Source: an optimization exercise on an open RTL-to-GDS flow (aim: small area and a short achievable clock period). Production flows keep margins and buffers that such runs may drop. Only simulation tests tie the RTL to the original design; equivalence was not proved.

## constraint.sdc

```tcl
create_clock -name core_clock -period 10.5 [get_ports {clock}]
set_input_delay 2.1000 -clock core_clock [delete_from_list [all_inputs] [get_ports {clock}]]
set_output_delay 2.1000 -clock core_clock [all_outputs]
set_load 0.01 [all_outputs]
```

## config.mk

```make
export PLATFORM = sky130hd
export DESIGN_NAME = fir_chip
export DESIGN_NICKNAME = fir_chip
export VERILOG_FILES = /design/flow/design.v
export SDC_FILE = /design/flow/constraint.sdc
export NUM_CORES = 4
export LEC_CHECK = 0
export CAP_MARGIN = 20
export CORE_MARGIN = 2
export CORE_UTILIZATION = 40
export SLEW_MARGIN = 20
```

## run.sh

```bash
#!/bin/bash
# synth_recipe.tcl (not shown) runs the flow's synth.tcl, then flattens the netlist and writes it again
# the make line also repeats each setting of config.mk as NAME=value (left out here)
make -C /OpenROAD-flow-scripts/flow DESIGN_CONFIG=/design/flow/config.mk WORK_HOME=/design/flow/orfs CLKGATE_MAP_FILE= SYNTH_SCRIPT=/design/flow/synth_recipe.tcl finish
```

## design.v

```verilog
package fir_pkg;
   typedef struct packed {
      logic neg_out;   
      logic pre_sub;   
   } slice_mode_t;
   typedef struct packed {
      logic                    psel;
      logic                    penable;
      logic                    pwrite;
      logic [8-1:0]  paddr;
      logic [32-1:0]  pwdata;
   } apb_req_t;
   typedef struct packed {
      logic [32-1:0]  prdata;
      logic                    pready;    
      logic                    pslverr;   
   } apb_rsp_t;
   typedef struct packed {
      logic                          valid;
      logic signed [16-1:0] data;
   } sample_t;
endpackage
`timescale 1ns/1ps
module mac_slice (
   input  logic                          clock,
   input  logic                          arst_n,
   input  logic                          ce,      
   input  fir_pkg::slice_mode_t          mode,
   input  logic signed [16-1:0] a,
   input  logic signed [16-1:0] d,       
   input  logic signed [18-1:0] b,
   input  logic signed [48-1:0]  pcin,    
   output logic signed [48-1:0]  p,
   output logic signed [48-1:0]  pcout    
);
   localparam int AD_W = 16 + 1;       
   localparam int M_W  = AD_W + 18;    
   logic signed [16-1:0] a1;    
   logic signed [16-1:0] a2;    
   logic signed [18-1:0] b1;
   logic signed [18-1:0] b2;
   logic signed [AD_W-1:0]        ad;    
   logic signed [M_W-1:0]         m;     
   logic signed [48-1:0]  m_ext;
   logic signed [48-1:0]  post;  
   logic signed [48-1:0]  p_r;   
   always_ff @(posedge clock or negedge arst_n) begin
      if (!arst_n) begin
         a1 <= '0;
         a2 <= '0;
         b1 <= '0;
         b2 <= '0;
      end else if (ce) begin
         a1 <= a;
         a2 <= a1;
         b1 <= b;
         b2 <= b1;
      end
   end
   always_comb begin
      if (mode.pre_sub)
         ad = a2 - d;    
      else
         ad = a2 + d;    
   end
   always_ff @(posedge clock or negedge arst_n) begin
      if (!arst_n)
         m <= '0;
      else if (ce)
         m <= ad * b2;    
   end
   assign m_ext = {{(48 - M_W){m[M_W-1]}}, m};
   always_comb begin
      if (mode.neg_out)
         post = pcin - m_ext;
      else
         post = pcin + m_ext;
   end
   always_ff @(posedge clock or negedge arst_n) begin
      if (!arst_n)
         p_r <= '0;
      else if (ce)
         p_r <= post;
   end
   assign p     = p_r;
   assign pcout = p_r;    
endmodule
`timescale 1ns/1ps
module sym_fir (
   input  logic                                              clock,
   input  logic                                              arst_n,
   input  fir_pkg::sample_t                                  in,
   input  logic signed [4-1:0][18-1:0] coef,
   input  fir_pkg::slice_mode_t                              mode,
   output fir_pkg::sample_t                                  out
);
   localparam int H   = 4;
   localparam int DW  = 16;
   localparam int AW  = 48;
   localparam int LAT = 4 + H - 1;        
   localparam int A_DLY    = LAT - 4 - 1;  
   localparam int LINE_LEN = LAT - 4 + 2 * H;
   logic signed [DW-1:0] hist [1:LINE_LEN];   
   logic signed [AW-1:0] cas  [1:H];          
   logic signed [AW-1:0] acc_sum;             
   logic signed [AW-1:0] acc_shr;
   logic                 ovf;
   logic signed [DW-1:0] sat_data;
   always_ff @(posedge clock or negedge arst_n) begin
      if (!arst_n) begin
         for (int i = 1; i <= LINE_LEN; i++)
            hist[i] <= '0;
      end else if (in.valid) begin
         hist[1] <= in.data;
         for (int i = 2; i <= LINE_LEN; i++)
            hist[i] <= hist[i-1];
      end
   end
   assign cas[H] = '0;    
   genvar k;
   generate
      for (k = 0; k < H; k++) begin : g_tap
         localparam int D_DLY = LINE_LEN - 2 * k;    
         if (k == 0) begin : g_head
            mac_slice u_slice (
               .clock  (clock),
               .arst_n (arst_n),
               .ce     (in.valid),
               .mode   (mode),
               .a      (hist[A_DLY]),
               .d      (hist[D_DLY]),
               .b      (coef[k]),
               .pcin   (cas[k+1]),
               .p      (acc_sum),    
               .pcout  ()
            );
         end else begin : g_body
            mac_slice u_slice (
               .clock  (clock),
               .arst_n (arst_n),
               .ce     (in.valid),
               .mode   (mode),
               .a      (hist[A_DLY]),
               .d      (hist[D_DLY]),
               .b      (coef[k]),
               .pcin   (cas[k+1]),
               .p      (),
               .pcout  (cas[k])      
            );
         end
      end
   endgenerate
   assign acc_shr  = acc_sum >>> 17;
   assign ovf      = acc_shr[AW-1:DW-1] != {(AW - DW + 1){acc_shr[AW-1]}};
   assign sat_data = !ovf ? acc_shr[DW-1:0] :
                     acc_shr[AW-1] ? {1'b1, {(DW - 1){1'b0}}}    
                                   : {1'b0, {(DW - 1){1'b1}}};   
   always_ff @(posedge clock or negedge arst_n) begin
      if (!arst_n) begin
         out <= '0;
      end else begin
         out.valid <= in.valid;
         if (in.valid)
            out.data <= sat_data;
      end
   end
endmodule
`timescale 1ns/1ps
module fir_regs (
   input  logic                                              clock,
   input  logic                                              arst_n,
   input  fir_pkg::apb_req_t                                 req,
   output fir_pkg::apb_rsp_t                                 rsp,
   output logic signed [4-1:0][18-1:0] coef,
   output fir_pkg::slice_mode_t                              mode
);
   localparam int H      = 4;
   localparam int CW     = 18;
   localparam int DATA_W = 32;
   localparam int MODE_W = 2;    
   logic              access;     
   logic              wr_en;
   logic              mode_sel;
   logic [H-1:0]      coef_sel;   
   logic              mapped;
   logic [DATA_W-1:0] rd_data;
   assign access = req.psel & req.penable;
   assign wr_en  = access & req.pwrite;
   always_comb begin
      mode_sel = (req.paddr == 8'h00);
      for (int k = 0; k < H; k++)
         coef_sel[k] = (req.paddr == 8'(8'h10 + 4 * k));
   end
   assign mapped = mode_sel | (|coef_sel);
   always_ff @(posedge clock or negedge arst_n) begin
      if (!arst_n) begin
         mode <= '0;
         coef <= '0;    
      end else if (wr_en) begin
         if (mode_sel)
            mode <= fir_pkg::slice_mode_t'(req.pwdata[MODE_W-1:0]);
         for (int k = 0; k < H; k++) begin
            if (coef_sel[k])
               coef[k] <= req.pwdata[CW-1:0];    
         end
      end
   end
   always_comb begin
      rd_data = '0;
      if (mode_sel)
         rd_data = {{(DATA_W - MODE_W){1'b0}}, mode};
      for (int k = 0; k < H; k++) begin
         if (coef_sel[k])
            rd_data = {{(DATA_W - CW){coef[k][CW-1]}}, coef[k]};
      end
   end
   assign rsp.prdata  = (access & ~req.pwrite) ? rd_data : '0;
   assign rsp.pready  = 1'b1;
   assign rsp.pslverr = access & ~mapped;
endmodule
`timescale 1ns/1ps
module fir_top (
   input  logic              clock,
   input  logic              arst_n,
   input  fir_pkg::apb_req_t apb_req,
   output fir_pkg::apb_rsp_t apb_rsp,
   input  fir_pkg::sample_t  in,
   output fir_pkg::sample_t  out
);
   logic signed [4-1:0][18-1:0] coef;   
   fir_pkg::slice_mode_t                              mode;
   fir_regs u_regs (
      .clock  (clock),
      .arst_n (arst_n),
      .req    (apb_req),
      .rsp    (apb_rsp),
      .coef   (coef),
      .mode   (mode)
   );
   sym_fir u_fir (
      .clock  (clock),
      .arst_n (arst_n),
      .in     (in),
      .coef   (coef),
      .mode   (mode),
      .out    (out)
   );
endmodule
`timescale 1ns/1ps
module fir_chip (
   input  logic                   clock,
   input  logic                   arst_n,
   input  logic                   psel,
   input  logic                   penable,
   input  logic                   pwrite,
   input  logic [8-1:0] paddr,
   input  logic [32-1:0] pwdata,
   output logic [32-1:0] prdata,
   output logic                   pready,
   output logic                   pslverr,
   input  logic                   in_valid,
   input  logic [16-1:0] in_data,
   output logic                   out_valid,
   output logic [16-1:0] out_data
);
   fir_pkg::apb_req_t apb_req;
   fir_pkg::apb_rsp_t apb_rsp;
   fir_pkg::sample_t  samp_in;
   fir_pkg::sample_t  samp_out;
   assign apb_req.psel    = psel;
   assign apb_req.penable = penable;
   assign apb_req.pwrite  = pwrite;
   assign apb_req.paddr   = paddr;
   assign apb_req.pwdata  = pwdata;
   assign samp_in.valid   = in_valid;
   assign samp_in.data    = in_data;
   fir_top u_top (
      .clock   (clock),
      .arst_n  (arst_n),
      .apb_req (apb_req),
      .apb_rsp (apb_rsp),
      .in      (samp_in),
      .out     (samp_out)
   );
   assign prdata    = apb_rsp.prdata;
   assign pready    = apb_rsp.pready;
   assign pslverr   = apb_rsp.pslverr;
   assign out_valid = samp_out.valid;
   assign out_data  = samp_out.data;
endmodule
```

==> metrics.cfg <==
[worst_setup_path]
cp_max_fo = 15
crit_type = flip-flop to flip-flop
startpoint_type = flip-flop
crit_path_frequent_cell = fa_1
arrival_ps = 10220
cp_slowest_cell = or4_1
critPathCaptureType = flip-flop
critical-path-max-stage-delay_ps = 560
required_ps = 11040

[floorplan]
die_x_microns = 470
rows = 170
fp.dieH_microns = 470
die_area_sq_um = 220000
core-area_sq_um = 215000
start_util = 0.403
ioPinCount = 113

[yosys]
synthFlopType = dfrtp_1
postSynthCellCount = 8961
synth-compound-area-share = 0.0865
yosysWarnings = 7
synth_seq_cells = 714
synth_top_family_by_area = adder cells
synth.area.mux_share = 0.0776
netlist_area_sq_um = 86700
synth_xor_area_frac = 0.0483
synthSimpleGateAreaFrac = 0.133
synth-edff-count = 0
synth_fa_ha_area_frac = 0.370
async_reset_ff_frac = 1.00
syn_nets = 10800
yosysSeqAreaShare = 0.206
synth_area_per_cell_sq_um = 9.67
synth_cell_types = 90

[routing]
first_iter_violations = 4037
post_drt_wl_per_cell_microns = 20.0
ant_nets = 0
drt_wl_total_microns = 235000
drc_errors = 0
vias_per_cell = 5.30
first_pass_iters = 6
vias = 62400

[sta]
max_freq_mhz = 103
setup_viol = 0
rsz0062_at_grt = no
final.setup_skew_ps = 48.9
fin_setup_tns_ps = 0
fin_crit_sh = 0.922
drv_slew = 0
post-route-min-period_ps = 9680
hold_violations = 0
relSlewSlack = 0.260
worst_pin_slew_ps = 1100

[clock_tree]
cts-resized-gates = 0
cts.sinks = 714
clockRootBuffer = clkbuf_16
clk_pin_slew_ps = 60
cts_buffer_depth = 3
cts_tree = built
cts_hold_buf = 0
cts_htree_levels = 3
clk_latency_ps = 710
postCtsSetupBuffers = 0
cts_buffers = 85

[global_route]
grt_pass1_vias = 65700
gr-usage-all-layers = 0.214
grt_max_degree = 163
grt-ovfl-total = 0
grt_pass1_wl_microns = 375000
antenna_found_initial = 7

[finish]
syn_to_final_growth_pct = 7.96
post-route-util = 0.435
nets = 10700
drive_above_1_share = 0.100

[placed_design]
portBuffers = 97
dp_hpwl_microns = 187000
place_congestion = 0.907

[power]
p_leak_nw = 45.8
p_per_area_nw_per_um2 = 285
peakVddDrop_mv = 0.234
power.total_mw = 26.7

[job]
cap_violations = 0

[run_status]
status = no timing/DRC/antenna violations

[min_path]
min_path_type = flip-flop to flip-flop

[cells by family after synthesis]
kind of cell	count (synthesis)
xor+xnor	478
flops	714
fa+ha+maj	1810
buf+inv	1802
other cells	1
mux	601
simple gates	2379
compound gates	1176
[sequential cells by signal, indices dropped and copies added (netlist names)]
name and count:
u_top.u_fir.g_tap.g_body.u_slice.a1 16, u_top.u_fir.g_tap.g_body.u_slice.a2 16, u_top.u_fir.g_tap.g_body.u_slice.b1 54, u_top.u_fir.g_tap.g_body.u_slice.b2 54
u_top.u_fir.g_tap.g_body.u_slice.m 105, u_top.u_fir.g_tap.g_body.u_slice.p_r 132, u_top.u_fir.g_tap.g_head.u_slice.b1 18, u_top.u_fir.g_tap.g_head.u_slice.b2 18
u_top.u_fir.g_tap.g_head.u_slice.m 35, u_top.u_fir.g_tap.g_head.u_slice.p_r 31, u_top.u_fir.hist 144, u_top.u_fir.out 17
u_top.u_regs.coef 72, u_top.u_regs.mode 2
[worst paths after layout]
path | to | from | cells after the start | slack (ps)
min reg2reg | u_top.u_fir.g_tap[1].g_body.u_slice.p_r[0] | u_top.u_fir.g_tap[1].g_body.u_slice.p_r[0] | 2 | 470
max | u_top.u_fir.g_tap[1].g_body.u_slice.m[28] | u_top.u_fir.hist[9][8] | 32 | 820
min | u_top.u_fir.g_tap[1].g_body.u_slice.p_r[0] | u_top.u_fir.g_tap[1].g_body.u_slice.p_r[0] | 2 | 470
min in group asynchronous | u_top.u_fir.g_tap[3].g_body.u_slice.b1[12] | arst_n | 1 | 1340
max in group asynchronous | u_top.u_fir.g_tap[3].g_body.u_slice.p_r[3] | arst_n | 3 | 7190
max reg2reg | u_top.u_fir.g_tap[1].g_body.u_slice.m[28] | u_top.u_fir.hist[9][8] | 32 | 820
[synth_stat cells (all sizes together), types with 50 or more instances]
| cell type | number | area, sq um |
|---|---|---|
| a21o | 149 | 1120 |
| a21oi | 431 | 2160 |
| a31oi | 51 | 319 |
| and2 | 422 | 2640 |
| and3 | 53 | 332 |
| clkbuf | 347 | 1300 |
| dfrtp | 714 | 17900 |
| fa | 1251 | 25000 |
| ha | 559 | 6990 |
| inv | 1418 | 5320 |
| mux2 | 570 | 6420 |
| nand2 | 905 | 3400 |
| nand2b | 50 | 335 |
| nand3 | 129 | 646 |
| nor2 | 404 | 1520 |
| nor2b | 104 | 651 |
| nor3 | 111 | 556 |
| o21ai | 191 | 960 |
| xnor2 | 373 | 3270 |
| xor2 | 105 | 920 |
[layout make-up]
class / count / area, sq um
well taps: 2838 / 3550
multi-input cells: 6445 / 62100
flip-flops and latches: 714 / 17900
inverters: 1418 / 5320
clock inverters: 38 / 474
repair buffers: 208 / 1840
clock buffers: 119 / 2450
diodes: 4 / 10.0
fillers: 20600 / 121000
[worst max-delay path: cells and delay by family, from the launching register on]
kind                     cells  cell delay, ps
AND/OR/NAND/NOR              7            2350
flip-flops                   1             450
adder cells (fa/ha/maj)      8            3410
XOR/XNOR                     2             350
AO/OA/AOI/OAI               10            2280
buffers and inverters        5             660
[routing by layer]
metal,up-vias,GRT usage,routed length (microns),share of wire
met5,-,0,23,0.000098
met4,4,0.0718,8600,0.037
met3,347,0.0375,14000,0.059
met2,1698,0.348,108000,0.46
met1,31700,0.289,104000,0.44
li1,28700,-,-,-
[layout by cell type (no fill, tap or decap), types with 15 or more instances in the layout]
cell / n
xor2_1: 105
nor3b_1: 23
nand2_1: 905
o22ai_1: 15
buf_4: 107
inv_1: 1417
o21ai_0: 183
o31ai_1: 36
clkbuf_16: 85
mux2i_1: 31
clkdlybuf4s50_1: 95
a21oi_1: 429
or2_2: 21
nor4_1: 33
nand3b_1: 18
nor2b_1: 104
o21bai_1: 30
nand3_1: 129
nor2_1: 402
xnor2_1: 367
o211ai_1: 27
a211oi_1: 40
dfrtp_1: 712
a21o_1: 149
mux2_2: 570
fa_1: 1251
and2_1: 422
a31oi_1: 51
or4_1: 17
nand2b_1: 47
o21a_1: 33
nor3_1: 110
or3_1: 21
clkbuf_8: 20
nand4_1: 32
a222oi_1: 16
ha_1: 558
and3_1: 53
[power by group]
group	internal, mW	switching, mW
logic	7.33	11.7
clock network	1.78	1.30
registers	3.53	1.03
total	12.6	14.0
[stage by stage]
| step | hold WS [ps] | area (sq um) | worst slack [ps] | instances |
|---|---|---|---|---|
| floorplan | 441 | 86700 | 1540 | 8961 |
| global placement | 464 | 90600 | 950 | 11600 |
| detailed placement | 468 | 90600 | 968 | 11600 |
| CTS | 482 | 93600 | 925 | 11800 |
| global route | 496 | 93600 | 167 | 11800 |
| finish | 475 | 93600 | 821 | 11800 |

==> re-timing with driven ports <==
No port has a modelled driver above. Below, the same layout with a new extraction and two added sets of constraints. Step 1 assumes that a clkbuf_16 drives the clock port and a buf_2 every other input. Step 2 adds t to the input delays and takes it off the output delays; t is the mean of the earliest and latest rising clock arrival at the registers after step 1. Input paths then give back, and output paths get back, about the clock's delay inside the block. Slacks: no drivers / after step 1 / after step 2; pairs: no drivers / after step 1.
t, ns: 0.780
slack for setup (ns): 0.821 / 0.821 / 0.821
pins driven straight from the clock port: 1
After both steps setup and hold are still met in this run. For this run, drivers alone change the setup slack by 0.000 ns; drivers and shift together by 0.000 ns.
